This design comes from an exercise in tuning for small area, a short achievable clock period and few clock cycles per item on the open sky130 flow, not from production work. RTL that was checked went through simulation tests only; none was proved equivalent to the original. The RTL of runs 5 to 7 was laid out without a check of its function. Power is estimated from default activity; no workload was simulated.

<file path="design.v">
package preprocess_pkg;
    localparam int unsigned NUM_ENTRY_DEFAULT = 36;
    localparam int unsigned WW_DEFAULT        = 5;
    localparam int unsigned OW_DEFAULT        = 6;
    typedef enum logic {
        IDLE = 1'b0,
        SCAN = 1'b1
    } state_t;
endpackage
module first_one_finder #(
    parameter int unsigned N = 36
) (
    input  logic [N-1:0] vec,
    output logic [N-1:0] first,
    output logic [N-1:0] rest,
    output logic         le1
);
    localparam int unsigned LG = (N > 1) ? $clog2(N) : 1;
    logic [LG:0][N-1:0] pre;
    logic [N-1:0]       below;   
    always_comb begin
        pre[0] = vec;
        for (int k = 0; k < LG; k++) begin
            for (int i = 0; i < N; i++) begin
                if (i >= (1 << k)) pre[k+1][i] = pre[k][i] | pre[k][i-(1<<k)];
                else               pre[k+1][i] = pre[k][i];
            end
        end
        below = {pre[LG][N-2:0], 1'b0};
        first = vec & ~below;
        rest  = vec & below;
        le1   = ~|rest;
    end
endmodule
module filter_compactor #(
    parameter  int unsigned NUM_ENTRY = preprocess_pkg::NUM_ENTRY_DEFAULT,
    parameter  int unsigned WW        = preprocess_pkg::WW_DEFAULT,
    parameter  int unsigned OW        = preprocess_pkg::OW_DEFAULT,
    localparam int unsigned IW        = $clog2(NUM_ENTRY),
    localparam int unsigned CW        = $clog2(NUM_ENTRY + 1)
) (
    input  logic                    clk,
    input  logic                    reset,
    input  logic                    in_valid,
    output logic                    in_ready,
    input  logic [NUM_ENTRY-1:0]    in_bit,
    input  logic [NUM_ENTRY*WW-1:0] in_weight,
    input  logic [NUM_ENTRY*OW-1:0] in_out,
    input  logic [NUM_ENTRY-1:0]    in_drop,
    output logic                    out_valid,
    input  logic                    out_ready,
    output logic                    out_bit,
    output logic [WW-1:0]           out_weight,
    output logic [OW-1:0]           out_out,
    output logic [IW-1:0]           out_index,
    output logic                    out_last,
    output logic [CW-1:0]           kept_count,
    output logic                    frame_empty
);
    localparam int unsigned DW = 1 + WW + OW;               
    localparam int unsigned EW = DW + IW + 1;               
    localparam int unsigned GA  = 4;
    localparam int unsigned NA  = (NUM_ENTRY + GA - 1) / GA;   
    localparam int unsigned AW  = $clog2(GA + 1);
    localparam int unsigned GB  = 3;
    localparam int unsigned NB  = (NA + GB - 1) / GB;          
    localparam int unsigned BW  = $clog2(GA * GB + 1);
    logic [NUM_ENTRY-1:0]  keep;
    logic                  all_drop;
    logic [NA-1:0][AW-1:0] cnt_a_d, cnt_a;
    logic [NB-1:0][BW-1:0] cnt_b_d, cnt_b;
    logic [CW-1:0]         cnt_c_d, cnt_c;
    logic                  cnt_le1;        
    logic [1:0]            held;           
    always_comb begin
        keep     = ~in_drop;
        all_drop = &in_drop;
        for (int g = 0; g < NA; g++) begin
            cnt_a_d[g] = '0;
            for (int j = 0; j < GA; j++) begin
                if (g * GA + j < NUM_ENTRY) cnt_a_d[g] = cnt_a_d[g] + AW'(keep[g*GA+j]);
            end
        end
        for (int g = 0; g < NB; g++) begin
            cnt_b_d[g] = '0;
            for (int j = 0; j < GB; j++) begin
                if (g * GB + j < NA) cnt_b_d[g] = cnt_b_d[g] + BW'(cnt_a[g*GB+j]);
            end
        end
        cnt_c_d = '0;
        for (int g = 0; g < NB; g++) begin
            cnt_c_d = cnt_c_d + CW'(cnt_b[g]);
        end
        cnt_le1 = ~|cnt_c[CW-1:1];
    end
    always_ff @(posedge clk) begin
        cnt_a <= cnt_a_d;
        cnt_b <= cnt_b_d;
        cnt_c <= cnt_c_d;
    end
    logic [NUM_ENTRY-1:0]    bit_q;
    logic [NUM_ENTRY*WW-1:0] weight_q;
    logic [NUM_ENTRY*OW-1:0] out_q;
    logic [NUM_ENTRY-1:0]    sel_q;        
    logic [NUM_ENTRY-1:0]    mask;         
    logic                    pend;         
    logic                    mask_zero;    
    logic [CW-1:0]           rem;          
    logic                    ld;           
    logic [NUM_ENTRY-1:0] in_first, first_pre;
    logic [NUM_ENTRY-1:0] m_first, m_rest;
    first_one_finder #(.N(NUM_ENTRY)) u_in_finder (
        .vec(keep), .first(in_first), .rest(), .le1()
    );
    always_ff @(posedge clk) begin
        first_pre <= in_first;
    end
    first_one_finder #(.N(NUM_ENTRY)) u_mask_finder (
        .vec(mask), .first(m_first), .rest(m_rest), .le1()
    );
    always_ff @(posedge clk) begin
        if (ld) begin
            bit_q    <= in_bit;
            weight_q <= in_weight;
            out_q    <= in_out;
        end
    end
    logic          sv;                     
    logic [EW-1:0] skid;
    logic          push;                   
    logic [EW-1:0] pushed;
    logic [DW-1:0] p_data;
    logic [IW-1:0] p_idx;
    logic          out_free;               
    always_comb begin
        push     = pend & ~sv;
        out_free = ~out_valid | out_ready;
        p_data   = '0;
        p_idx    = '0;
        for (int i = 0; i < NUM_ENTRY; i++) begin
            p_data = p_data | ({DW{sel_q[i]}} &
                     {bit_q[i], weight_q[i*WW +: WW], out_q[i*OW +: OW]});
            p_idx  = p_idx | (sel_q[i] ? IW'(i) : IW'(0));
        end
        pushed = {p_data, p_idx, mask_zero};
    end
    always_ff @(posedge clk) begin
        if (out_free) begin
            {out_bit, out_weight, out_out, out_index, out_last} <= sv ? skid : pushed;
        end
        if (push & ~out_free) begin
            skid <= pushed;
        end
    end
    logic acc, acc_full;
    logic pend_d, mask_zero_d, sv_d, ld_d;
    logic [CW-1:0] rem_d;
    always_comb begin
        acc      = in_valid & in_ready;
        acc_full = acc & ld;
        sv_d = sv ? ~out_free : (push & ~out_free);
        if (acc_full) begin
            pend_d      = ~all_drop;
            rem_d       = cnt_c - CW'(1);
            mask_zero_d = cnt_le1;
        end else if (push) begin
            pend_d      = ~mask_zero;
            rem_d       = rem - CW'(1);
            mask_zero_d = (rem == CW'(1));
        end else begin
            pend_d      = pend;
            rem_d       = rem;
            mask_zero_d = mask_zero;
        end
        ld_d = ~pend_d | (~sv_d & mask_zero_d);
    end
    always_ff @(posedge clk) begin
        if (acc_full) begin
            sel_q <= first_pre;
            mask  <= keep & ~first_pre;
        end else if (push) begin
            sel_q <= m_first;
            mask  <= m_rest;
        end
        mask_zero <= mask_zero_d;
        rem       <= rem_d;
    end
    always_ff @(posedge clk or posedge reset) begin
        if (reset) begin
            pend        <= 1'b0;
            sv          <= 1'b0;
            ld          <= 1'b1;
            in_ready    <= 1'b0;
            held        <= '0;
            out_valid   <= 1'b0;
            kept_count  <= '0;
            frame_empty <= 1'b0;
        end else begin
            pend        <= pend_d;
            sv          <= sv_d;
            ld          <= ld_d;
            held        <= (in_valid & ~acc) ? ((held == 2'd3) ? 2'd3 : held + 2'd1) : 2'd0;
            in_ready    <= in_valid & ~acc & ((held >= 2'd2 & ld_d) | all_drop);
            if (out_free) out_valid <= sv | push;
            if (acc) kept_count <= all_drop ? '0 : cnt_c;
            frame_empty <= acc & all_drop;
        end
    end
endmodule
</file>
<file path="flow/run.sh">
#!/bin/bash
# Layout flow: the standard ORFS flow (standard.sh) unchanged, except that
# the port buffers are the smallest buffer cell (buf_1) instead of the cell
# buffer_ports picks by default. Every input and output still gets a buffer.
# The full output of the flow goes to standard.log in the work folder; ORFS
# keeps each step's own log under orfs/logs/.
set -euo pipefail
bash standard.sh finish "BUFFER_PORTS_ARGS=-buffer_cell sky130_fd_sc_hd__buf_1" > standard.log 2>&1
</file>
<file path="standard.sh">
#!/bin/bash
# synth_recipe.tcl (not shown) runs the flow's synth.tcl, then flattens the netlist and writes it again
# the make line also repeats each setting of config.mk as NAME=value (left out here)
make -C /OpenROAD-flow-scripts/flow DESIGN_CONFIG=/design/flow/config.mk WORK_HOME=/design/flow/orfs CLKGATE_MAP_FILE= SYNTH_SCRIPT=/design/flow/synth_recipe.tcl "${@:-finish}"
</file>
<file path="constraint.sdc">
create_clock -name core_clock -period 6.0 [get_ports {clk}]
set_input_delay 1.2000 -clock core_clock [delete_from_list [all_inputs] [get_ports {clk}]]
set_output_delay 1.2000 -clock core_clock [all_outputs]
set_load 0.01 [all_outputs]
</file>
<file path="config.mk">
export PLATFORM = sky130hd
export DESIGN_NAME = filter_compactor
export DESIGN_NICKNAME = filter_compactor
export VERILOG_FILES = /design/flow/design.v
export SDC_FILE = /design/flow/constraint.sdc
export NUM_CORES = 4
export LEC_CHECK = 0
export CAP_MARGIN = 20
export CORE_MARGIN = 2
export CORE_UTILIZATION = 55
export SETUP_SLACK_MARGIN = 3.6
export SLEW_MARGIN = 20
</file>
==> results of run 1 <==
-- final cells by class --
class	count	area (sq um)	area share [%]
antenna	11	27.5	0.0923
multi-input combinational	809	5730	19.2
clock buffer	99	2010	6.73
inverter	81	304	1.02
clock inverter	25	213	0.713
timing repair buffer	544	2340	7.85
sequential	644	18500	61.9
tap	592	741	2.48
-- registers in the layout, summed over array words and instances (netlist names), 2 cells and up --
signal / cells
held: 2
cnt_b: 12
out_index: 6
kept_count: 6
cnt_a: 27
mask: 36
skid: 19
rem: 6
bit_q: 36
out_q: 216
out_weight: 5
out_out: 6
first_pre: 36
weight_q: 180
sel_q: 36
cnt_c: 6
-- power breakdown --
part           leakage, uW  internal, uW  switching (uW)  total (uW)
combinational      0.00312          1020            1990        3010
clock              0.00109          2490            1690        4180
sequential         0.00598          6390             901        7290
-- path summary, 6_finish.rpt --
path,from,endpoint,slack (ns),cells past startpoint
worst min register to register,held[0]$_DFF_PP0_,held[0]$_DFF_PP0_,0.45,1
worst min-delay path,held[0]$_DFF_PP0_,held[0]$_DFF_PP0_,0.45,1
worst max register to register,ld$_DFF_PP1_,pend$_DFF_PP0_,3.58,5
max in group asynchronous,reset,in_ready$_DFF_PP0_,4.95,2
worst max-delay path,in_valid,mask[35]$_DFFE_PP_,3.55,6
min in group asynchronous,reset,kept_count[0]$_DFFE_PP0P_,0.64,2
-- per-layer routing --
metal	part of all wire, %	GRT usage, %	vias up
li1	-	-	7399
met1	36	43.7	8624
met2	49	57.6	1058
met3	11	8.61	172
met4	3.9	13.2	2
met5	0.016	0	-
-- timing repair --
item / 4_1_cts / 5_1_grt
setup endpoints to repair: 533 / 115
gates cloned: 1 / 0
pin swaps: 3 / 4
gates resized for setup: 17 / 6
setup buffers: 8 / 11
-- metrics by stage --
step	area (sq um)	power, uW
3_5_place_dp	27300	10200
3_3_place_gp	27300	10100
2_1_floorplan	24800	8810
5_1_grt	29800	15000
4_1_cts	29700	14400
6_report	29800	14500
-- cells by family after synthesis --
| kind of cell | synth area share, % |
|---|---|
| multiplexers | 0.396 |
| AND/OR/NAND/NOR | 8.31 |
| AO/OA/AOI/OAI | 9.77 |
| flip-flops | 74.9 |
| XOR/XNOR | 0.462 |
| adder cells (fa/ha/maj) | 3.99 |
| buffers and inverters | 2.13 |
-- placed cells by master (no fill, tap or decap), types with 37 or more instances in the layout --
cell,n
a22oi_1,216
nand2_1,90
nand3_1,37
ha_1,37
nor3_1,38
dfxtp_1,82
nor2_1,78
inv_1,81
buf_1,489
nand4_1,49
edfxtp_1,548
clkbuf_16,75
==> run summary, run 1 <==
* Status: timing/DRC/antenna clean
* Cell taking the most area after synthesis: edfxtp_1
* Ys async rst share at 2.17%
* Count leader, synth: edfxtp_1
* Core area at 44200 sq um
* Max_cap viols at 0
* Final Non-Filler Cells at 2805
* WP data arrival at 2.79 ns
* Worst endpoint required time at about 6.3 ns
* Post-synth EDFFs at ~550
* Hold Vio Cnt, Final at 0
* Chip width at 216 um
* Io pins at 500
* Yosys top cell area share at about two thirds
* Largest net degree at the start of global routing at just over 80
* Top cell family by delay on the critical path: simple AND/OR/NAND/NOR gates
* Final #Nets at 2684
* Period utilisation layout at ~41%
* Total grt overflow at 0
* Hpwl dp at between 50 and 60 mm
* Reg clk slew, reported paths at roughly 0.060 ns
* Area delta synth->final at 21.1%
* Crit path kind: input port to flop
* Max Slew Vio Count at 0
* Number of synthesized register bits at 644
* Root Buffer: clkbuf_16
* Fin crit period at 2.45 ns
* DRT Pass-1 Iters at 5
* Placer congestion estimate at 0.913
* CTS Sinks at 644
* Post-synthesis cell area at around 25000 sq um
* Area contributors post-synth: edfxtp_1, dfxtp_1, a22oi_1, fa_1, ha_1
* # placed instances at 2650
* Htree depth at 3
* Dominant synthesized flop cell: edfxtp_1
* Post-route setup slack at 3.55 ns
* Sequential area share after synthesis at 74.9%
* Initial antenna violation count at 11
* CTS tree: built
* First-pass GRT wire length at 113 mm
* RSZ-0062 raised after global routing: true
* Rows at 77
* Die footprint at 46500 sq um
* Bufs on Longest Clock Path at 3
* Relative slew slack at 16.5%
* Power Density at 486 nW/um^2
* Hold Path Class: flop to flop
* Nature of the critical path startpoint: input port
* Max stage delay on crit path at 0.35 ns
* Layout Skew at roughly 0.014 ns
* Hold slack at 0.451 ns
* IR drop worst, VDD at 0.000431 V
* Post-Syn Instances at 1592
* Worst-path cell chain: buf_1 > and3_2 > buf_8 > nor4_2 > nand4_1 > o31a_1
* Count of hold-fix buffers inserted at cts at 0
* Residual DRC at 0
* Vias at 17300
* GRT Total Usage at about 34%
* Setup TNS at 0 ns
* Critical-path maximum fanout at 37
* Fillers at 3300
* Total CTS buffers at slightly below 70
* Mapped Avg Cell Area at roughly 15 sq um
* Routed vias/inst at 6.15
* Worst slack at placement at approximately 2.7 ns
* Routed Antenna Nets at 0
* Yosys cell types at 53
* Wirelength, routed at 81.0 mm
* Number of global-route vias before repair at 16700
* Die Ht at 216 um
* Critical path's slowest cell: o31a_1
* Initial core utilization at 55.7%
* Fmax at 408 MHz
* 1st-iter DRT viols at 2569
* Finished Core Util at 67.4%
* Syn nets at 2127
* Leakage at 0.0102 uW
* Synth cell count leaders: edfxtp_1, a22oi_1, nand2_1, dfxtp_1, inv_1
* Buffers and inverters on the worst path at 2
* Layout cells sized above 1 at under 10%
* Port bufs at about 500
* Endpoint class of the critical path: flop
* Slew @ Worst Pin at 1.25 ns
* WL/cell at 28.9 um
* Yosys warns at 2
* Clk latency of the worst-skew pair at between 0.5 and 0.6 ns
* Setup Viol. Count Final at 0
Testbench counts, summed over its fixed seeds: cycles 29,489, items 29,100.
==> run 2: changes to the inputs <==
--- a/config.mk
+++ b/config.mk
@@ -8,5 +8,6 @@
 export CAP_MARGIN = 20
 export CORE_MARGIN = 2
 export CORE_UTILIZATION = 55
+export CTS_BUF_LIST = sky130_fd_sc_hd__clkbuf_8 sky130_fd_sc_hd__clkbuf_16
 export SETUP_SLACK_MARGIN = 3.6
 export SLEW_MARGIN = 20
==> run 2 against run 1 <==
Cell count is essentially flat; fmax increased by 0.70%; sequential share of layout area hardly changed; utilization is essentially flat; die area did not move; hold slack got worse by 0.0014 ns; combinational power hardly changed; largest cell class unchanged; clock power about the same; total power is 0.12% lower; largest power group unchanged; non-clock buffer count unchanged.
==> run summary, run 2 <==
* WP data arrival at approximately 2.8 ns
* Worst-path cell chain: buf_1 > and3_2 > buf_8 > nor4_4 > nand4_1 > o31a_1
* Combinational power share at 20.8%
* CTS tree: built
* Leakage at 0.0103 uW
* Power Density at 485 nW/um^2
* Critical path's slowest cell: o31a_1
* Rows at 77
* Multi-input logic area at 5750 sq um
* Setup TNS at 0 ns
* Max stage delay on crit path at 0.34 ns
* Finished Core Util at 67.5%
* Int Power at 9870 uW
* Synth cell count leaders: edfxtp_1, a22oi_1, nand2_1, dfxtp_1, inv_1
* Core area at roughly 44000 sq um
* Port bufs at about 500
* Top cell family by delay on the critical path: simple AND/OR/NAND/NOR gates
* Clk latency of the worst-skew pair at a little under 0.6 ns
* First-pass GRT wire length at 113 mm
* Worst endpoint required time at 6.34 ns
* Area delta synth->final at 21.2%
* Wirelength, routed at 80.9 mm
* Fmax at between 400 and 500 MHz
* WL/cell at roughly 29 um
* Buffers and inverters on the worst path at 2
* Yosys warns at 2
* Dominant synthesized flop cell: edfxtp_1
* Relative slew slack at 18.0%
* Hold slack at 0.449 ns
* 1st-iter DRT viols at 2427
* Routed vias/inst at 6.11
* Nature of the critical path startpoint: input port
* Mapped Avg Cell Area at 15.5 sq um
* Hold Path Class: flop to flop
* Vias at 17100
* Count of hold-fix buffers inserted at cts at 0
* Yosys top cell area share at 66.8%
* Largest register FFs at 216
* Period utilisation layout at 40.6%
* GRT Total Usage at 34.5%
* DRT Pass-1 Iters at 5
* Initial antenna violation count at 12
* Largest regs: out_q x216, weight_q x180
* Chip width at 216 um
* Htree depth at 3
* Layout Skew at 0.0155 ns
* Status: timing/DRC/antenna clean
* Area contributors post-synth: edfxtp_1, dfxtp_1, a22oi_1, fa_1, ha_1
* Number of synthesized register bits at 644
* Slew @ Worst Pin at roughly 1.2 ns
* Max Slew Vio Count at 0
* Seq pwr share at 50.4%
* CTS Sinks at 644
* Fin crit period at 2.44 ns
* Post-synth EDFFs at ~550
* Die footprint at between 40000 and 50000 sq um
* Layout cells sized above 1 at around 8.3%
* Setup Viol. Count Final at 0
* Syn nets at 2127
* Final #Nets at 2684
* Largest Register: out_q
* IR drop worst, VDD at between 0.0004 and 0.0005 V
* Root Buffer: clkbuf_16
* Critical-path maximum fanout at 37
* Bufs on Longest Clock Path at 3
* Total CTS buffers at 69
* Post-Syn Instances at ~1600
* Switching share of power at 31.8%
* Reg clk slew, reported paths at 0.06 ns
* Total grt overflow at 0
* Register area at 18500 sq um
* Hpwl dp at approximately 57 mm
* # placed instances at roughly 2700
* Psw at between 4000 and 5000 uW
* Fillers at 3293
* Hold Vio Cnt, Final at 0
* Clk pwr share at 28.8%
* Ys async rst share at around 2.2%
* Most common cell after layout, fill and taps aside: edfxtp_1
* Commonest non-fill, non-tap cells in the layout: edfxtp_1, buf_1, a22oi_1, inv_1, nand2_1
* Number of global-route vias before repair at 16700
* Routed Antenna Nets at 0
* RSZ-0062 raised after global routing: true
* Die Ht at between 200 and 250 um
* Endpoint class of the critical path: flop
* Post-synthesis cell area at ~25000 sq um
* Largest net degree at the start of global routing at 83
* Final Non-Filler Cells at 2806
* Cell taking the most area after synthesis: edfxtp_1
* Placer congestion estimate at 0.913
* Yosys cell types at 53
* Io pins at 500
* Crit path kind: input port to flop
* Residual DRC at 0
* Max_cap viols at 0
* Sequential area share after synthesis at 74.9%
* Initial core utilization at 55.7%
* Count leader, synth: edfxtp_1
## run 2: metal layers
metal  routed length (um)  GRT usage (%)  share of wire, %
met1                29200           43.7                36
met2                40200           57.5                50
met5                   13              0             0.016
met3                 8380           8.63                10
met4                 3130           13.2               3.9
## run 2: final cells by class
type                    count  area share (%)
repair buffers            544            7.84
multi-input cells         809            19.3
clock inverters            45           0.964
inverters                  81            1.02
flip-flops and latches    644            61.8
well taps                 592            2.48
diodes                     12           0.101
clock buffers              79            6.47
## run 2: power groups by stage
stage | sequential [uW] | clock (uW) | combinational, uW
2_1_floorplan | 7280 | 0 | 1530
3_3_place_gp | 7390 | 0 | 2720
3_5_place_dp | 7430 | 0 | 2780
4_1_cts | 7300 | 4180 | 2910
5_1_grt | 7370 | 4350 | 3280
6_report | 7300 | 4160 | 3010
## run 2: worst paths after layout
path | start | to | slack, ns | cells past startpoint
setup / recovery | in_valid | mask[35]$_DFFE_PP_ | 3.56 | 6
hold / removal | held[0]$_DFF_PP0_ | held[0]$_DFF_PP0_ | 0.45 | 1
setup reg to reg | mask[20]$_DFFE_PP_ | mask[35]$_DFFE_PP_ | 3.64 | 4
hold reg to reg | held[0]$_DFF_PP0_ | held[0]$_DFF_PP0_ | 0.45 | 1
max in group asynchronous | reset | in_ready$_DFF_PP0_ | 4.96 | 2
min in group asynchronous | reset | kept_count[0]$_DFFE_PP0P_ | 0.64 | 2
## run 2: what timing repair did
item,CTS,global route
gates resized for setup,13,15
cloned,1,0
endpoints found under the setup margin,533,263
pin swaps,3,5
endpoints found under the hold margin,0,0
setup buffers,8,11
## run 2: worst reg2reg max path, delay by kind of cell, from the launching register on
kind | cells | cell delay, ns
simple gates | 3 | 1.34
flops | 1 | 0.41
compound gates | 1 | 0.34
## run 2: through the flow
stage | setup WS [ns] | total power, uW | cell area, sq um
6_report | 3.56 | 14500 | 29800
5_1_grt | 3.49 | 15000 | 29800
4_1_cts | 3.51 | 14400 | 29700
3_5_place_dp | 2.72 | 10200 | 27300
3_3_place_gp | 2.78 | 10100 | 27300
2_1_floorplan | 0.985 | 8810 | 24800
## run 2: cell families (layout without fill, tap and decap cells)
family / Yosys count / after routing / share of synthesized area, %
AOI/OAI and AO/OA: 327 / 327 / 9.77
xor gates and xnor gates: 13 / 13 / 0.462
adders and majority gates: 63 / 63 / 3.99
buffers and inverters: 139 / 749 / 2.13
DFF: 644 / 644 / 74.9
muxes: 9 / 9 / 0.396
other: 0 / 12 / 0
and+or+nand+nor: 397 / 397 / 8.31
==> run 3: changes to the inputs <==
--- a/config.mk
+++ b/config.mk
@@ -8,6 +8,7 @@
 export CAP_MARGIN = 20
 export CORE_MARGIN = 2
 export CORE_UTILIZATION = 55
-export CTS_BUF_LIST = sky130_fd_sc_hd__clkbuf_8 sky130_fd_sc_hd__clkbuf_16
+export CTS_CLUSTER_DIAMETER = 100
+export CTS_CLUSTER_SIZE = 30
 export SETUP_SLACK_MARGIN = 3.6
 export SLEW_MARGIN = 20
==> run 3 against run 2 <==
Hold slack improved by 0.0093 ns; still clean on timing, DRC and antenna; highest routed layer unchanged; cell count fell by 3.2%; count of clock-buffer cells in the layout down 45.
==> run summary, run 3 <==
* FF-to-FF setup slack at 3.64 ns
* WP data arrival at about 1.2 ns
* Status: timing/DRC/antenna clean
* Yosys cell types at 53
* Period utilisation layout at 40.1%
* CTS tree: built
* Int Power at 8180 uW
* Routed Antenna Nets at 0
* Max stage delay on crit path at 0.46 ns
* Synth cell count leaders: edfxtp_1, a22oi_1, nand2_1, dfxtp_1, inv_1
* WL/cell at 29.4 um
* Total grt overflow at 0
* Sequential area share after synthesis at 74.9%
* Initial core utilization at 55.7%
* Yosys warns at 2
* Initial antenna violation count at 13
* Total CTS buffers at 25
* Hold Vio Cnt, Final at 0
* Number of synthesized register bits at 644
* Seq pwr share at 58.7%
* GRT Total Usage at roughly 34%
* Layout Skew at about 0.016 ns
* Htree depth at 1
* Worst-path cell chain: buf_6
* Largest family of logic cells by synthesized area: compound AO/OA/AOI/OAI gates
* Cell taking the most area after synthesis: edfxtp_1
* Io pins at 500
* Commonest non-fill, non-tap cells in the layout: edfxtp_1, buf_1, a22oi_1, nand2_1, dfxtp_1
* Leakage at 0.00945 uW
* Die footprint at 46500 sq um
* Area contributors post-synth: edfxtp_1, dfxtp_1, a22oi_1, fa_1, ha_1
* Rows at 77
* Nature of the critical path startpoint: flop
* Vias at 16800
* Finished Core Util at roughly 64%
* DRT Pass-1 Iters at 6
* Area delta synth->final at 15.0%
* Critical-path maximum fanout at 3
* RSZ-0062 raised after global routing: true
* Fin crit period at 2.41 ns
* Core area at ~44000 sq um
* Wirelength, routed at 79.7 mm
* Largest Register: out_q
* Bufs on Longest Clock Path at 3
* Final #Nets at ~2600
* Largest regs: out_q x216, weight_q x180
* Post-Syn Instances at 1592
* Mapped Avg Cell Area at 15.5 sq um
* Max_cap viols at 0
* Number of global-route vias before repair at 16200
* Routed vias/inst at about 6.2
* Clk pwr share at between 15 and 20%
* Post-synthesis cell area at 24600 sq um
* Synth Area in Adders at between 3 and 4%
* Worst endpoint required time at 4.80 ns
* Ys async rst share at 2.17%
* Setup TNS at 0 ns
* Placer congestion estimate at 0.913
* Chip width at 216 um
* Simple-Gate Fraction of Synth Area at 8.31%
* Hpwl dp at 56.6 mm
* IR drop worst, VDD at 0.000427 V
* Dominant synthesized flop cell: edfxtp_1
* Synth Area in Compound Gates at 9.77%
* Top cell family by delay on the critical path: flip-flops
* 1st-iter DRT viols at ~2300
* Count of hold-fix buffers inserted at cts at 0
* Root Buffer: clkbuf_16
* Psw at 4210 uW
* Xor and xnor fraction of the mapped netlist area at 0.462%
* Yosys top cell area share at 66.8%
* Die Ht at around 220 um
* Port bufs at between 400 and 500
* Layout cells sized above 1 at slightly above 6%
* Hold Path Class: flop to flop
* Power Density at 437 nW/um^2
* Slew @ Worst Pin at 1.19 ns
* Largest register FFs at 216
* CTS Sinks at 644
* Most common cell after layout, fill and taps aside: edfxtp_1
* Crit path kind: flop to primary output
* Setup Viol. Count Final at 0
* Endpoint class of the critical path: primary output
* Post-synth EDFFs at around 550
* Largest net degree at the start of global routing at 83
* Syn nets at 2127
* Relative slew slack at between 20% and 30%
* Switching share of power at 34.0%
* Fmax at 416 MHz
* Reg clk slew, reported paths at roughly 0.11 ns
* Clk latency of the worst-skew pair at roughly 0.6 ns
* Combinational power share at 24.4%
* Residual DRC at 0
* Buffers and inverters on the worst path at 1
* Max Slew Vio Count at 0
* Count leader, synth: edfxtp_1
* Critical path's slowest cell: dfrtp_2
* First-pass GRT wire length at ~110 mm
* Mux cell area share after synthesis at 0.396%
[run 3: cell count changes in the layout (fill, tap and decap cells not counted), moves of 7 or more]
| cell | change |
|---|---|
| clkbuf_1 | +9 |
| clkinv_1 | -13 |
| buf_1 | -10 |
| clkbuf_16 | -50 |
| clkinv_2 | -7 |
| inv_1 | -20 |
[run 3: area by class of cell]
type	instances	area, sq um
multi-input cells	809	5740
diodes	10	25.0
flip-flops and latches	644	18500
fillers	3408	15900
clock inverters	2	20.0
clock buffers	34	659
well taps	592	741
inverters	81	304
repair buffers	543	2370
[run 3: cell families after synthesis]
family,count (synthesis)
muxes,9
and+or+nand+nor,397
DFF,644
xor gates and xnor gates,13
adders and majority gates,63
AOI/OAI and AO/OA,327
buffers and inverters,139
[run 3: timing repair]
action / 4_1_cts / 5_1_grt
setup buffers: 9 / 8
resized for setup: 24 / 19
endpoints found under the setup margin: 534 / 257
pin swaps: 3 / 4
endpoints found under the hold margin: 0 / 0
cloned: 1 / 0
[run 3: metrics by stage]
stage                     instance area (sq um)  power [uW]  hold WS [ns]  std cells  setup slack (ns)
after floorplan                           24800        8810         0.420       1592             0.985
after global placement                    27300       10100         0.433       2650              2.78
after detailed placement                  27300       10200         0.444       2650              2.72
after CTS                                 28100       12300         0.461       2696              3.58
after global routing                      28300       12900         0.486       2713              3.58
final                                     28300       12400         0.459       2715              3.59
[run 3: per-layer routing]
layer	up-vias	GRT usage [%]	wire (um)
met5	-	0	37
met2	938	57.4	39700
met4	6	11.2	2930
met3	140	7.03	7880
li1	7257	-	-
met1	8413	43.0	29100
[run 3: worst paths after layout]
check | endpoint | start | cells past startpoint
worst max-delay path | in_ready | in_ready$_DFF_PP0_ | 1
worst min-delay path | held[0]$_DFF_PP0_ | held[0]$_DFF_PP0_ | 1
worst max register to register | out_index[0]$_DFFE_PN_ | sel_q[3]$_DFFE_PP_ | 4
worst min register to register | held[0]$_DFF_PP0_ | held[0]$_DFF_PP0_ | 1
max in group asynchronous | in_ready$_DFF_PP0_ | reset | 2
min in group asynchronous | kept_count[1]$_DFFE_PP0P_ | reset | 2
[run 3: power groups by stage]
stage | clock network (uW) | registers (uW) | logic (uW)
floorplan | 0 | 7280 | 1530
global placement | 0 | 7390 | 2720
detailed placement | 0 | 7430 | 2780
CTS | 2130 | 7280 | 2910
global route | 2240 | 7340 | 3290
finish | 2100 | 7270 | 3020
==> run 4: changes to the inputs <==
--- a/config.mk
+++ b/config.mk
@@ -7,8 +7,7 @@
 export LEC_CHECK = 0
 export CAP_MARGIN = 20
 export CORE_MARGIN = 2
-export CORE_UTILIZATION = 55
-export CTS_CLUSTER_DIAMETER = 100
+export CORE_UTILIZATION = 65
 export CTS_CLUSTER_SIZE = 30
 export SETUP_SLACK_MARGIN = 3.6
 export SLEW_MARGIN = 20
==> run 4 against run 3 <==
Sequential power is 2% higher; highest routed layer unchanged; critical endpoint is now out_out[0]$_DFFE_PN_; clock power rose by 66%; largest cell class unchanged; synthesized cell count stayed put; via count rose by 3.5%; total power up 11%; combinational power down 3%; critical path depth rose by 3.
==> run summary, run 4 <==
* Max_cap viols at 0
* Top cell family by delay on the critical path: flip-flops
* Worst endpoint required time at 6.31 ns
* Hold Vio Cnt, Final at 0
* Met1 WL at 26.0 mm
* Chip width at ~200 um
* Total grt overflow at 0
* Fmax at 416 MHz
* Buffers and inverters on the worst path at 0
* Final #Nets at between 2000 and 3000
* WL/cell at 29.1 um
* Layout Skew at between 0.01 and 0.015 ns
* RSZ-0062 raised after global routing: true
* Post-synthesis cell area at roughly 25000 sq um
* GRT Total Usage at 39.4%
* Mapped Avg Cell Area at 15.5 sq um
* Total CTS buffers at 61
* Crit path kind: flop to flop
* Relative slew slack at between 10% and 20%
* Routed Antenna Nets at 0
* Hold slack at roughly 0.47 ns
* DR top layer: met5
* Largest net degree at the start of global routing at 93
* Yosys top cell area share at 66.8%
* Clk latency of the worst-skew pair at 0.63 ns
* Die footprint at just under 40000 sq um
* Placer congestion estimate at 0.901
* Slew @ Worst Pin at between 1 and 1.5 ns
* Die Ht at 199 um
* WP data arrival at 2.71 ns
* Count of hold-fix buffers inserted at cts at 0
* Yosys warns at 2
* Residual DRC at 0
* Core area at approximately 37000 sq um
* Leakage at 0.00996 uW
* Area delta synth->final at 19.2%
* Root Buffer: clkbuf_16
* Max Slew Vio Count at 0
* Io pins at 500
* Worst slack at placement at around 2.7 ns
* Syn nets at 2127
* Htree depth at 2
* Rows at 71
* Setup Viol. Count Final at 0
* Cell taking the most area after synthesis: edfxtp_1
* Finished Core Util at 78.3%
* Ys async rst share at between 2 and 2.5%
* Commonest non-fill, non-tap cells in the layout: edfxtp_1, buf_1, a22oi_1, nand2_1, dfxtp_1
* CTS tree: built
* Routed wl met2 at 38.1 mm
* Nature of the critical path startpoint: flop
* Number of synthesized register bits at about 640
* Layout cells sized above 1 at 7.96%
* Power Density at 470 nW/um^2
* CTS Sinks at 644
* Reg clk slew, reported paths at 0.06 ns
* Post-route setup slack at 3.59 ns
* Max stage delay on crit path at 0.80 ns
* Critical-path maximum fanout at 13
* Hpwl dp at 54.2 mm
* Largest register FFs at 216
* Setup TNS at 0 ns
* Initial core utilization at about 66%
* Count leader, synth: edfxtp_1
* IR drop worst, VDD at 0.000467 V
* Hold Path Class: flop to flop
* Area contributors post-synth: edfxtp_1, dfxtp_1, a22oi_1, fa_1, ha_1
* Vias at 17300
* Routed vias/inst at 6.39
* Number of global-route vias before repair at 16600
* Bufs on Longest Clock Path at 3
* Post-synth EDFFs at roughly 550
* Endpoint class of the critical path: flop
* DRT Pass-1 Iters at 6
* Yosys cell types at 53
* 1st-iter DRT viols at 2059
* Dominant synthesized flop cell: edfxtp_1
* Synth cell count leaders: edfxtp_1, a22oi_1, nand2_1, dfxtp_1, inv_1
* Critical path's slowest cell: edfxtp_1
* Wirelength, routed at 78.9 mm
* Sequential area share after synthesis at 74.9%
* Fin crit period at 2.41 ns
* Met3 WL at 10.2 mm
* Port bufs at 499
* Most common cell after layout, fill and taps aside: edfxtp_1
* Initial antenna violation count at 29
* Status: timing/DRC/antenna clean
* FF-to-FF setup slack at 3.59 ns
* Largest Register: out_q
* Post-Syn Instances at 1592
* Worst-path cell chain: a22oi_1 > nand4_1 > nor2_1 > a41oi_1
* Period utilisation layout at 40.1%
* First-pass GRT wire length at 109 mm
* Largest regs: out_q x216, weight_q x180
==> run 4: cell counts after synthesis <==
Identical to the previous run, type by type.
==> run 4: area by class of cell <==
class,instances,area [sq um]
tap,511,639
sequential,644,18500
multi-input combinational,809,5780
clock buffer,87,1640
fill,2312,8150
timing repair buffer,535,2360
inverter,81,304
clock inverter,17,85.1
antenna,30,75.1
==> run 4: final timing paths <==
kind | cells past startpoint | from | end
setup / recovery | 4 | sel_q[20]$_DFFE_PP_ | out_out[0]$_DFFE_PN_
hold / removal | 1 | held[0]$_DFF_PP0_ | held[0]$_DFF_PP0_
setup reg to reg | 4 | sel_q[20]$_DFFE_PP_ | out_out[0]$_DFFE_PN_
hold reg to reg | 1 | held[0]$_DFF_PP0_ | held[0]$_DFF_PP0_
max in group asynchronous | 2 | reset | in_ready$_DFF_PP0_
min in group asynchronous | 2 | reset | kept_count[1]$_DFFE_PP0P_
==> run 4: cells by family (layout without fill, tap and decap cells) <==
family	after synthesis	in the layout	synth area share (%)
fa+ha+maj	63	63	3.99
other cells	0	30	0
flops	644	644	74.9
xor+xnor	13	13	0.462
simple gates	397	397	8.31
mux	9	9	0.396
buf+inv	139	720	2.13
compound gates	327	327	9.77
==> run 4: what timing repair did <==
item,in CTS,in global routing
resized for setup,25,23
setup buffers,7,12
cloned,2,0
pin swaps,2,3
endpoints found under the setup margin,523,126
==> run 4: metal layers <==
metal	vias to the layer above	track usage, %
li1	7378	-
met4	8	23.3
met1	8430	48.1
met5	-	0
met2	1268	63.9
met3	254	10.3
==> run 4: per-stage QoR <==
step	total power, uW	cell area (sq um)	cells
6_report	13800	29300	2714
5_1_grt	14300	29300	2706
4_1_cts	13600	29100	2672
3_5_place_dp	10100	27100	2559
3_3_place_gp	9990	27100	2559
2_1_floorplan	8810	24800	1592
==> run 4: where the power goes <==
part / switching (uW) / leakage [uW] / internal [uW] / total, uW
Combinational: 1900 / 0.00313 / 1030 / 2930
Sequential: 997 / 0.00598 / 6390 / 7390
Clock: 1600 / 0.000844 / 1890 / 3480
Total: 4490 / 0.00996 / 9310 / 13800
==> run 5: changes to the inputs <==
--- a/design.v
+++ b/design.v
@@ -72,6 +72,7 @@
     logic [CW-1:0]         cnt_c_d, cnt_c;
     logic                  cnt_le1;        
     logic [1:0]            held;           
+    logic                  drop_pre;       
     always_comb begin
         keep     = ~in_drop;
         all_drop = &in_drop;
@@ -94,6 +95,7 @@
         cnt_le1 = ~|cnt_c[CW-1:1];
     end
     always_ff @(posedge clk) begin
+        drop_pre <= all_drop;
         cnt_a <= cnt_a_d;
         cnt_b <= cnt_b_d;
         cnt_c <= cnt_c_d;
@@ -160,7 +162,7 @@
         acc_full = acc & ld;
         sv_d = sv ? ~out_free : (push & ~out_free);
         if (acc_full) begin
-            pend_d      = ~all_drop;
+            pend_d      = ~drop_pre;
             rem_d       = cnt_c - CW'(1);
             mask_zero_d = cnt_le1;
         end else if (push) begin
@@ -175,7 +177,7 @@
         ld_d = ~pend_d | (~sv_d & mask_zero_d);
     end
     always_ff @(posedge clk) begin
-        if (acc_full) begin
+        if (ld) begin
             sel_q <= first_pre;
             mask  <= keep & ~first_pre;
         end else if (push) begin
@@ -202,8 +204,8 @@
             held        <= (in_valid & ~acc) ? ((held == 2'd3) ? 2'd3 : held + 2'd1) : 2'd0;
             in_ready    <= in_valid & ~acc & ((held >= 2'd2 & ld_d) | all_drop);
             if (out_free) out_valid <= sv | push;
-            if (acc) kept_count <= all_drop ? '0 : cnt_c;
-            frame_empty <= acc & all_drop;
+            if (acc) kept_count <= drop_pre ? '0 : cnt_c;
+            frame_empty <= acc & drop_pre;
         end
     end
 endmodule
--- a/config.mk
+++ b/config.mk
@@ -8,6 +8,7 @@
 export CAP_MARGIN = 20
 export CORE_MARGIN = 2
 export CORE_UTILIZATION = 65
+export CTS_CLUSTER_DIAMETER = 100
 export CTS_CLUSTER_SIZE = 30
 export SETUP_SLACK_MARGIN = 3.6
 export SLEW_MARGIN = 20
==> run 5 against run 4 <==
Highest routed layer unchanged; non-clock buffer count increased by 22; total power down 2.3%; combinational power grew 34%; register-to-register slack got worse by 0.02 ns; flip-flop and latch count grew 1; clock skew up 0.010 ns; count of clock-buffer cells in the layout is 43 lower; hold slack improved by 0.00072 ns; setup slack worse by 0.048 ns; sequential share of layout area increased by 1.8 points; routed wire length shrank 5.0%; largest power group unchanged; critical path type is now flop to primary output; largest cell class unchanged.
==> run summary, run 5 <==
* Fillers at 2453
* Io pins at 500
* Area delta synth->final at 15.0%
* Post-Syn Instances at 1634
* Wirelength, routed at approximately 75 mm
* Endpoint class of the critical path: primary output
* Post-synthesis cell area at 24800 sq um
* Synth cell count leaders: edfxtp_1, a22oi_1, nor2_1, nand2_1, inv_1
* Buffers and inverters on the worst path at 1
* Leakage at about 0.01 uW
* Reg clk slew, reported paths at between 0.1 and 0.15 ns
* Crit path kind: flop to primary output
* Post-route cell area at 28500 sq um
* Hpwl dp at 53.0 mm
* Htree depth at 1
* Number of synthesized register bits at 645
* GRT Total Usage at a little under two fifths
* Seq pwr share at 55.3%
* FF-to-FF setup slack at 3.57 ns
* Die Ht at 199 um
* Initial antenna violation count at 12
* Dominant synthesized flop cell: edfxtp_1
* Count leader, synth: edfxtp_1
* Setup TNS at 0 ns
* Relative slew slack at 23.6%
* Psw at between 4000 and 5000 uW
* Fin crit period at 2.45 ns
* WP data arrival at 1.25 ns
* Routed Antenna Nets at 0
* Port bufs at 499
* Final Total Pwr at about 13000 uW
* Period utilisation layout at 40.9%
* Largest Register: out_q
* IR drop worst, VDD at 0.000351 V
* Vias at 16800
* Hold Vio Cnt, Final at 0
* Bufs on Longest Clock Path at 3
* Layout Skew at ~0.024 ns
* Critical-path maximum fanout at 1
* Routed vias/inst at 6.23
* Post-synth EDFFs at 548
* Layout cells sized above 1 at 6.11%
* Most common cell after layout, fill and taps aside: edfxtp_1
* # placed instances at 2610
* RSZ-0062 raised after global routing: true
* Cell taking the most area after synthesis: edfxtp_1
* Rows at 71
* Max Slew Vio Count at 0
* Int Power at 8600 uW
* Yosys top cell area share at between 60% and 70%
* Syn nets at 2169
* Area contributors post-synth: edfxtp_1, dfxtp_1, a22oi_1, fa_1, ha_1
* Placer congestion estimate at 0.916
* Clk latency of the worst-skew pair at 0.60 ns
* 1st-iter DRT viols at 1842
* Max stage delay on crit path at 0.49 ns
* Commonest non-fill, non-tap cells in the layout: edfxtp_1, buf_1, a22oi_1, nor2_1, nand2_1
* Die footprint at a little under 40000 sq um
* First-pass GRT wire length at slightly above 100 mm
* Final #Nets at approximately 2700
* Worst endpoint required time at 4.80 ns
* Largest regs: out_q x216, weight_q x180
* Total CTS buffers at 25
* Hold Path Class: flop to flop
* Switching share of power at a little over a third
* Chip width at 199 um
* Residual DRC at 0
* Final Non-Filler Cells at 2698
* Power Density at 472 nW/um^2
* Nature of the critical path startpoint: flop
* Clk pwr share at 15.7%
* Root Buffer: clkbuf_16
* DRT Pass-1 Iters at 6
* Top cell family by delay on the critical path: flip-flops
* Register area at 18500 sq um
* Status: timing/DRC/antenna clean
* Critical path's slowest cell: edfxtp_1
* CTS tree: built
* Yosys warns at 2
* Fmax at between 400 and 500 MHz
* Total grt overflow at 0
* Max_cap viols at 0
* Combinational power share at between 20% and 30%
* Worst-path cell chain: buf_6
* Number of global-route vias before repair at 16100
* Multi-input logic area at 5900 sq um
* CTS Sinks at 645
* WL/cell at 27.8 um
* Largest net degree at the start of global routing at 103
* Count of hold-fix buffers inserted at cts at 0
* Slew @ Worst Pin at about 1.1 ns
* Yosys cell types at 53
* Ys async rst share at 2.17%
* Area after DPL at 27300 sq um
* Setup Viol. Count Final at 0
* Largest register FFs at 216
* Initial core utilization at 65.9%
* Core area at 37700 sq um
* Sequential area share after synthesis at 74.4%
* Mapped Avg Cell Area at 15.2 sq um
## run 5: cell count changes after synthesis, moves of 6 or more
cell | before | now
and2_1 | 10 | 3
nor2_1 | 79 | 102
mux2i_1 | 3 | 11
inv_1 | 81 | 90
o21ai_0 | 19 | 52
o32ai_1 | 14 | 0
nor4_1 | 29 | 38
a31o_2 | 10 | 0
a21oi_1 | 22 | 12
o31ai_1 | 16 | 7
nand2b_1 | 4 | 23
nor3_1 | 41 | 23
nand3b_1 | 6 | 0
## run 5: power groups by stage
stage               logic (uW)  registers (uW)  clock network [uW]
finish                    3920            7450                2110
global route              4190            7530                2240
CTS                       3650            7490                2110
detailed placement        3430            7710                   0
global placement          3340            7650                   0
floorplan                 1930            7480                   0
## run 5: kinds of logic after synthesis
family / synth area share [%]
fa+ha+maj: 3.96
flops: 74.4
simple gates: 8.71
xor+xnor: 0.459
mux: 0.715
compound gates: 9.54
buf+inv: 2.24
## run 5: area by class of cell
cell class	count	share of cell area, %
well taps	511	2.24
clock inverters	1	0.0570
flip-flops and latches	645	64.7
clock buffers	44	2.44
inverters	90	1.18
multi-input cells	841	20.7
diodes	9	0.0789
repair buffers	557	8.62
## run 5: routing by layer
| layer | GRT usage [%] | up-vias | routed length [um] | part of all wire, % |
|---|---|---|---|---|
| li1 | - | 7404 | - | - |
| met1 | 48.2 | 8183 | 25600 | 34 |
| met2 | 59.3 | 1051 | 36100 | 48 |
| met3 | 9.79 | 159 | 9870 | 13 |
| met4 | 16.1 | 8 | 3400 | 4.5 |
| met5 | 0 | - | 59 | 0.079 |
## run 5: worst paths after layout
check | cells after the start | start | to
setup reg to reg | 4 | sel_q[35]$_DFFE_PP_ | out_out[0]$_DFFE_PN_
hold / removal | 1 | held[0]$_DFF_PP0_ | held[0]$_DFF_PP0_
hold reg to reg | 1 | held[0]$_DFF_PP0_ | held[0]$_DFF_PP0_
setup / recovery | 1 | out_index[2]$_DFFE_PN_ | out_index[2]
max in group asynchronous | 2 | reset | in_ready$_DFF_PP0_
min in group asynchronous | 2 | reset | out_valid$_DFFE_PP0N_
## run 5: repair_timing
item,4_1_cts,5_1_grt
resized for setup,24,14
buffers inserted,12,21
setup endpoints to repair,529,79
pin swaps,2,4
## run 5: per-stage QoR
step	setup slack, ns	hold WS, ns	util [%]
finish	3.55	0.473	75.8
global route	3.53	0.492	75.8
CTS	3.54	0.468	75.0
detailed placement	2.44	0.453	72.6
global placement	2.55	0.433	72.6
floorplan	1.31	0.420	-
==> run 6: changes to the inputs <==
--- a/design.v
+++ b/design.v
@@ -146,10 +146,15 @@
         end
         pushed = {p_data, p_idx, mask_zero};
     end
-    always_ff @(posedge clk) begin
-        if (out_free) begin
-            {out_bit, out_weight, out_out, out_index, out_last} <= sv ? skid : pushed;
-        end
+    logic [EW-1:0] out_cur, out_nxt;
+    always_comb begin
+        out_cur = {out_bit, out_weight, out_out, out_index, out_last};
+        out_nxt = ({EW{out_free &  sv}} & skid) |
+                  ({EW{out_free & ~sv}} & pushed) |
+                  ({EW{~out_free}}      & out_cur);
+    end
+    always_ff @(posedge clk) begin
+        {out_bit, out_weight, out_out, out_index, out_last} <= out_nxt;
         if (push & ~out_free) begin
             skid <= pushed;
         end
@@ -177,13 +182,12 @@
         ld_d = ~pend_d | (~sv_d & mask_zero_d);
     end
     always_ff @(posedge clk) begin
-        if (ld) begin
-            sel_q <= first_pre;
-            mask  <= keep & ~first_pre;
-        end else if (push) begin
-            sel_q <= m_first;
-            mask  <= m_rest;
-        end
+        sel_q <= ({NUM_ENTRY{ld}}          & first_pre) |
+                 ({NUM_ENTRY{~ld &  push}} & m_first) |
+                 ({NUM_ENTRY{~ld & ~push}} & sel_q);
+        mask  <= ({NUM_ENTRY{ld}}          & keep & ~first_pre) |
+                 ({NUM_ENTRY{~ld &  push}} & m_rest) |
+                 ({NUM_ENTRY{~ld & ~push}} & mask);
         mask_zero <= mask_zero_d;
         rem       <= rem_d;
     end
--- a/config.mk
+++ b/config.mk
@@ -10,5 +10,5 @@
 export CORE_UTILIZATION = 65
 export CTS_CLUSTER_DIAMETER = 100
 export CTS_CLUSTER_SIZE = 30
-export SETUP_SLACK_MARGIN = 3.6
+export SETUP_SLACK_MARGIN = 3.7
 export SLEW_MARGIN = 20
==> run 6 against run 5 <==
Still clean on timing, DRC and antenna; count of clock-buffer cells in the layout fell by 1; total power down 10%; die area fell by 2.1%; global-route usage up 2.0 points; non-clock buffer count shrank 8; clock power is essentially flat; routed wire length is 2.5% higher.
==> run summary, run 6 <==
* Status: timing/DRC/antenna clean
* Combinational power share at between 20% and 30%
* Worst endpoint required time at ~4.8 ns
* Die Ht at 197 um
* Psw at 3990 uW
* Reg2Reg Depth at 4
* Number of global-route vias before repair at 16700
* Max Slew Vio Count at 0
* Count of hold-fix buffers inserted at cts at 0
* Nature of the critical path startpoint: flop
* Critical path's slowest cell: dfrtp_2
* Fillers at 2372
* First-pass GRT wire length at 108 mm
* Chip width at approximately 200 um
* Final Non-Filler Cells at about 2700
* Total grt overflow at 0
* Setup Viol. Count Final at 0
* Yosys top cell area share at 56.5%
* Layout cells sized above 1 at 8.80%
* R2R Path End: skid[18]$_DFFE_PP_
* Core area at roughly 37000 sq um
* Placer congestion estimate at 0.913
* Hold Path Class: flop to flop
* Initial core utilization at around two thirds
* IR drop worst, VDD at approximately 0.00038 V
* Fin crit period at 2.36 ns
* Post-synth EDFFs at 457
* Largest regs: out_q x216, weight_q x180
* WP data arrival at between 1 and 1.5 ns
* Hold_sp: first_pre[8]$_DFF_P_
* CTS tree: built
* Int Power at 8140 uW
* Post-synthesis cell area at 24300 sq um
* Setup TNS at 0 ns
* Rows at 70
* Critical-path maximum fanout at 2
* Count leader, synth: edfxtp_1
* Synth cell count leaders: edfxtp_1, dfxtp_1, a22oi_1, nand2_1, inv_1
* Ys async rst share at 2.17%
* Io pins at 500
* Leakage at 0.0101 uW
* Crit path kind: flop to primary output
* GRT Total Usage at 39.0%
* Power Density at roughly 430 nW/um^2
* Syn nets at 2205
* Largest net degree at the start of global routing at 170
* Final #Nets at 2710
* Max stage delay on crit path at 0.45 ns
* Area delta synth->final at 15.7%
* Area contributors post-synth: edfxtp_1, dfxtp_1, a22oi_1, fa_1, ha_1
* Hold depth at 1
* Number of synthesized register bits at 645
* Worst-path cell chain: buf_6
* Period utilisation layout at 39.4%
* Yosys warns at 2
* Hold slack at 0.452 ns
* Sequential area share after synthesis at between 70 and 80%
* Clk pwr share at 17.4%
* Switching share of power at 32.9%
* WL/cell at 28.7 um
* Dominant synthesized flop cell: edfxtp_1
* RSZ-0062 raised after global routing: true
* Fmax at roughly 420 MHz
* Most common cell after layout, fill and taps aside: buf_1
* Relative slew slack at 16.5%
* Buffers and inverters on the worst path at 1
* Reg2reg start: sel_q[9]$_DFF_P_
* Root Buffer: clkbuf_16
* FF-to-FF setup slack at 3.71 ns
* Top cell family by delay on the critical path: flip-flops
* Hpwl dp at 55.1 mm
* Htree depth at 1
* Initial antenna violation count at 14
* Routed Antenna Nets at 0
* Mapped Avg Cell Area at ~15 sq um
* DRT Pass-1 Iters at 6
* Hold Vio Cnt, Final at 0
* Cell taking the most area after synthesis: edfxtp_1
* Port bufs at 499
* Slew @ Worst Pin at between 1 and 1.5 ns
* Largest Register: out_q
* Yosys cell types at 62
* Largest register FFs at 216
* # placed instances at 2602
* Final Total Pwr at 12100 uW
* Total CTS buffers at 25
* Endpoint class of the critical path: primary output
* CTS Sinks at 645
* Reg clk slew, reported paths at 0.12 ns
* Layout Skew at 0.0225 ns
* Max_cap viols at 0
* Seq pwr share at 57.2%
* Wirelength, routed at 76.9 mm
* Bufs on Longest Clock Path at 3
* Clk latency of the worst-skew pair at 0.60 ns
* Routed vias/inst at 6.53
* Commonest non-fill, non-tap cells in the layout: buf_1, edfxtp_1, dfxtp_1, a22oi_1, nand2_1
* Vias at 17500
* Post-Syn Instances at about 1700
* Residual DRC at 0
* 1st-iter DRT viols at 2176
* Worst hold endpoint: mask[8]$_DFF_P_
* Die footprint at just under 40000 sq um
[run 6: changes by cell type after synthesis, moves of 15 or more]
cell,before,now
dfxtp_1,83,174
edfxtp_1,548,457
a22oi_1,216,149
nor2_1,102,45
a221oi_1,0,38
a22o_1,7,37
nor3_1,23,50
and3_1,2,22
a31oi_1,3,20
o32ai_1,0,16
a21oi_1,12,27
nand3_1,35,20
[run 6: logic make-up (layout without fill, tap and decap cells)]
logic type                 after synthesis  after routing  synth area share [%]
DFF                                    645            645                  72.3
and+or+nand+nor                        394            395                  8.70
AOI/OAI and AO/OA                      387            387                  11.7
buffers and inverters                  160            682                  2.51
muxes                                    8              8                 0.330
other                                    0             19                     0
xor gates and xnor gates                13             13                 0.469
adders and majority gates               63             63                  4.05
[run 6: layer usage]
| layer | track usage [%] | wire (um) | part of all wire, % |
|---|---|---|---|
| met2 | 63.8 | 37300 | 48 |
| met1 | 51.8 | 26200 | 34 |
| met5 | 0 | 20 | 0.026 |
| met4 | 14.2 | 3290 | 4.3 |
| met3 | 8.71 | 10100 | 13 |
[run 6: area by class of cell]
type / count / area, sq um / area share [%]
Tap cell: 468 / 586 / 2.08
Antenna cell: 19 / 47.5 / 0.169
Timing Repair Buffer: 549 / 2440 / 8.69
Multi-Input combinational cell: 866 / 6380 / 22.7
Clock inverter: 2 / 25.0 / 0.0890
Inverter: 88 / 332 / 1.18
Sequential cell: 645 / 17600 / 62.6
Clock buffer: 43 / 693 / 2.47
[run 6: how the worst max path moves through the flow]
stage / startpoint / endpoint / slack [ns] / depth (start not counted)
after floorplan: ld$_DFF_PP1_ / sel_q[18]$_DFF_P_ / 1.77 / 5
after global placement: in_drop[0] / first_pre[35]$_DFF_P_ / 2.89 / 5
after detailed placement: in_drop[0] / first_pre[33]$_DFF_P_ / 2.78 / 5
after CTS: in_ready$_DFF_PP0_ / in_ready / 3.63 / 1
after global routing: in_ready$_DFF_PP0_ / in_ready / 3.61 / 1
final: in_ready$_DFF_PP0_ / in_ready / 3.64 / 1
[run 6: per-stage QoR]
step                      util, %  instance area [sq um]  worst slack (ns)
after floorplan                 -                  24500              1.77
after global placement       73.3                  26900              2.89
after detailed placement     73.3                  26900              2.78
after CTS                    75.9                  27800              3.63
after global routing         76.5                  28100              3.61
final                        76.6                  28100              3.64
[run 6: power groups by stage]
stage	Sequential (uW)	Clock, uW	Combinational (uW)
final	6930	2110	3090
after global placement	6920	0	2770
after CTS	6870	2100	2940
after detailed placement	6970	0	2840
after global routing	7010	2250	3330
after floorplan	6960	0	1570
[run 6: timing repair]
item                       4_1_cts  5_1_grt
resized for setup               54       58
hold endpoints to repair         0        0
setup buffers                    8        5
pin swaps                        3        6
cloned                           1        0
setup endpoints to repair      189       75
==> run 7: changes to the inputs <==
--- a/config.mk
+++ b/config.mk
@@ -7,8 +7,8 @@
 export LEC_CHECK = 0
 export CAP_MARGIN = 20
 export CORE_MARGIN = 2
-export CORE_UTILIZATION = 65
+export CORE_UTILIZATION = 55
 export CTS_CLUSTER_DIAMETER = 100
 export CTS_CLUSTER_SIZE = 30
-export SETUP_SLACK_MARGIN = 3.7
+export SETUP_SLACK_MARGIN = 3.6
 export SLEW_MARGIN = 20
==> run 7 against run 6 <==
Setup slack lost 0.031 ns; sequential share of layout area grew 0.11 points; synthesized cell count is the same; register-to-register slack lost 0.10 ns; critical path type unchanged; critical endpoint unchanged; highest routed layer unchanged.
==> run summary, run 7 <==
* WP data arrival at between 1 and 1.5 ns
* WL/cell at 28.3 um
* Core area at 43400 sq um
* Leakage at 0.0101 uW
* Routed Antenna Nets at 0
* Final Non-Filler Cells at between 2000 and 3000
* Syn nets at 2205
* Bufs on Longest Clock Path at 3
* Power Density at roughly 430 nW/um^2
* Count leader, synth: edfxtp_1
* Port bufs at between 400 and 500
* Worst-path cell chain: buf_6
* Chip width at 214 um
* Fin crit period at 2.39 ns
* DRT Pass-1 Iters at 6
* Post-Syn Instances at 1670
* Synth cell count leaders: edfxtp_1, dfxtp_1, a22oi_1, nand2_1, inv_1
* Buffers and inverters on the worst path at 1
* Most common cell after layout, fill and taps aside: buf_1
* Critical-path maximum fanout at 2
* CTS tree: built
* Commonest non-fill, non-tap cells in the layout: buf_1, edfxtp_1, dfxtp_1, a22oi_1, nand2_1
* Die footprint at 45900 sq um
* Max_cap viols at 0
* Register area at about 18000 sq um
* # placed instances at 2719
* Placer congestion estimate at 0.933
* RSZ-0062 raised after global routing: true
* Cell taking the most area after synthesis: edfxtp_1
* Endpoint class of the critical path: primary output
* Worst endpoint required time at 4.80 ns
* Critical path's slowest cell: dfrtp_2
* Count of hold-fix buffers inserted at cts at 0
* Hold Path Class: flop to flop
* Final #Nets at around 2700
* Layout cells sized above 1 at 6.58%
* Status: timing/DRC/antenna clean
* Routed vias/inst at 6.16
* Wirelength, routed at 78.9 mm
* First-pass GRT wire length at 113 mm
* Largest net degree at the start of global routing at 189
* Ys async rst share at 2.17%
* Initial antenna violation count at 15
* Htree depth at 1
* Sequential area share after synthesis at 72.3%
* Finished Core Util at 64.6%
* Hold Vio Cnt, Final at 0
* Fillers at roughly 3400
* Rows at 76
* Area contributors post-synth: edfxtp_1, dfxtp_1, a22oi_1, fa_1, ha_1
* Hpwl dp at between 50 and 60 mm
* Residual DRC at 0
* Number of synthesized register bits at 645
* GRT Total Usage at 33.9%
* Total grt overflow at 0
* Nature of the critical path startpoint: flop
* Die Ht at ~210 um
* Dominant synthesized flop cell: edfxtp_1
* Max Slew Vio Count at 0
* Initial core utilization at 56.0%
* Period utilisation layout at between 30% and 40%
* Largest Register: out_q
* Crit path kind: flop to primary output
* Relative slew slack at 16.6%
* Number of global-route vias before repair at 16900
* Vias at approximately 17000
* Largest regs: out_q x216, weight_q x180
* Clk latency of the worst-skew pair at around 0.62 ns
* Fmax at about 420 MHz
* Yosys warns at 2
* Setup Viol. Count Final at 0
* Area delta synth->final at 15.3%
* Reg clk slew, reported paths at around 0.12 ns
* Max stage delay on crit path at between 0.4 and 0.5 ns
* CTS Sinks at 645
* Total CTS buffers at 25
* Multi-input logic area at around 6300 sq um
* Mapped Avg Cell Area at 14.5 sq um
* Top cell family by delay on the critical path: flip-flops
* Yosys cell types at 62
* 1st-iter DRT viols at about 2000
* Root Buffer: clkbuf_16
* Setup TNS at 0 ns
* Layout Skew at between 0.03 and 0.04 ns
* Slew @ Worst Pin at about 1.3 ns
* Post-synthesis cell area at between 20000 and 25000 sq um
* Io pins at 500
* Post-synth EDFFs at 457
* Largest register FFs at 216
* Yosys top cell area share at between 50% and 60%
* IR drop worst, VDD at 0.000286 V
run 7: cell counts after synthesis:
No cell type changed its count.
run 7: per-layer routing:
layer | global-route usage (%) | routed length [um] | up-vias
met3 | 6.23 | 7890 | 135
met2 | 56.4 | 38400 | 1011
li1 | - | - | 7488
met5 | 0 | 65 | -
met1 | 46.1 | 30200 | 8492
met4 | 9.17 | 2330 | 10
run 7: metrics by stage:
stage | total power [uW] | instance area [sq um] | hold WS [ns] | setup slack (ns)
detailed placement | 9860 | 27000 | 0.442 | 2.84
CTS | 11900 | 27900 | 0.456 | 3.58
global route | 12600 | 28000 | 0.476 | 3.58
floorplan | 8530 | 24500 | 0.411 | 1.77
global placement | 9770 | 27000 | 0.434 | 2.92
finish | 12100 | 28000 | 0.456 | 3.61
run 7: timing repair:
item,4_1_cts,5_1_grt
buffers inserted,4,1
pin swaps,3,1
gates resized for setup,15,28
gates cloned,2,1
endpoints found under the setup margin,146,42
run 7: power breakdown:
part | total [uW] | leakage, uW | switching, uW | internal [uW]
registers | 6870 | 0.00632 | 670 | 6200
clock network | 2130 | 0.000344 | 1320 | 810
logic | 3050 | 0.00339 | 1990 | 1050
total | 12100 | 0.0101 | 3980 | 8070
run 7: cell type report:
| cell class | count | share of cell area (%) |
|---|---|---|
| repair buffers | 543 | 8.30 |
| well taps | 585 | 2.61 |
| clock buffers | 43 | 2.47 |
| multi-input cells | 866 | 22.5 |
| inverters | 88 | 1.20 |
| clock inverters | 3 | 0.103 |
| diodes | 11 | 0.0983 |
| flip-flops and latches | 645 | 62.7 |
run 7: final timing paths:
| check | start | end | slack (ns) | cells after the start |
|---|---|---|---|---|
| max in group asynchronous | reset | sv$_DFF_PP0_ | 4.91 | 2 |
| min in group asynchronous | reset | pend$_DFF_PP0_ | 0.63 | 2 |
| hold / removal | first_pre[5]$_DFF_P_ | mask[5]$_DFF_P_ | 0.46 | 1 |
| hold reg to reg | first_pre[5]$_DFF_P_ | mask[5]$_DFF_P_ | 0.46 | 1 |
| setup reg to reg | sel_q[27]$_DFF_P_ | skid[10]$_DFFE_PP_ | 3.61 | 4 |
| setup / recovery | in_ready$_DFF_PP0_ | in_ready | 3.61 | 1 |
run 7: cell families (layout without fill, tap and decap cells):
group | count (synthesis) | in the layout | share of synthesized area (%)
mux | 8 | 8 | 0.330
xor+xnor | 13 | 13 | 0.469
fa+ha+maj | 63 | 63 | 4.05
compound gates | 387 | 387 | 11.7
buf+inv | 160 | 677 | 2.51
simple gates | 394 | 395 | 8.70
flops | 645 | 645 | 72.3
other cells | 0 | 11 | 0

port drivers added, routing unchanged:
The flow's constraints put no driver on any port. The routed layouts listed below were extracted and timed again, unchanged, in two steps.
Step 1 assumes that a clkbuf_16 drives the clock port and a buf_2 every other input.
Step 2 times the ports against the registers' clock, not the clock port: input delays grow and output delays shrink by t, the midpoint of the rising clock arrivals with the driver on.
Three values: ideal, step 1, step 2; two values: the first two.
run	shift t [ns]	setup slack, ns	hold slack, ns
run 1	0.646	3.547 / 3.568 / 2.938	0.451 / 0.451 / 0.451
run 2	0.649	3.564 / 3.564 / 2.953	0.449 / 0.449 / 0.449
run 3	0.663	3.595 / 3.532 / 2.986	0.459 / 0.459 / 0.459
run 4	0.676	3.595 / 3.551 / 3.011	0.472 / 0.472 / 0.472
run 5	0.651	3.546 / 3.487 / 3.101	0.473 / 0.473 / 0.473
run 6	0.641	3.637 / 3.584 / 3.169	0.452 / 0.452 / 0.452
run 7	0.666	3.605 / 3.546 / 3.104	0.456 / 0.456 / 0.456
After both steps every run listed still meets setup and hold. The setup slack of run 2, which loses most, moves by 0.000 ns with the drivers and by -0.611 ns with both steps.
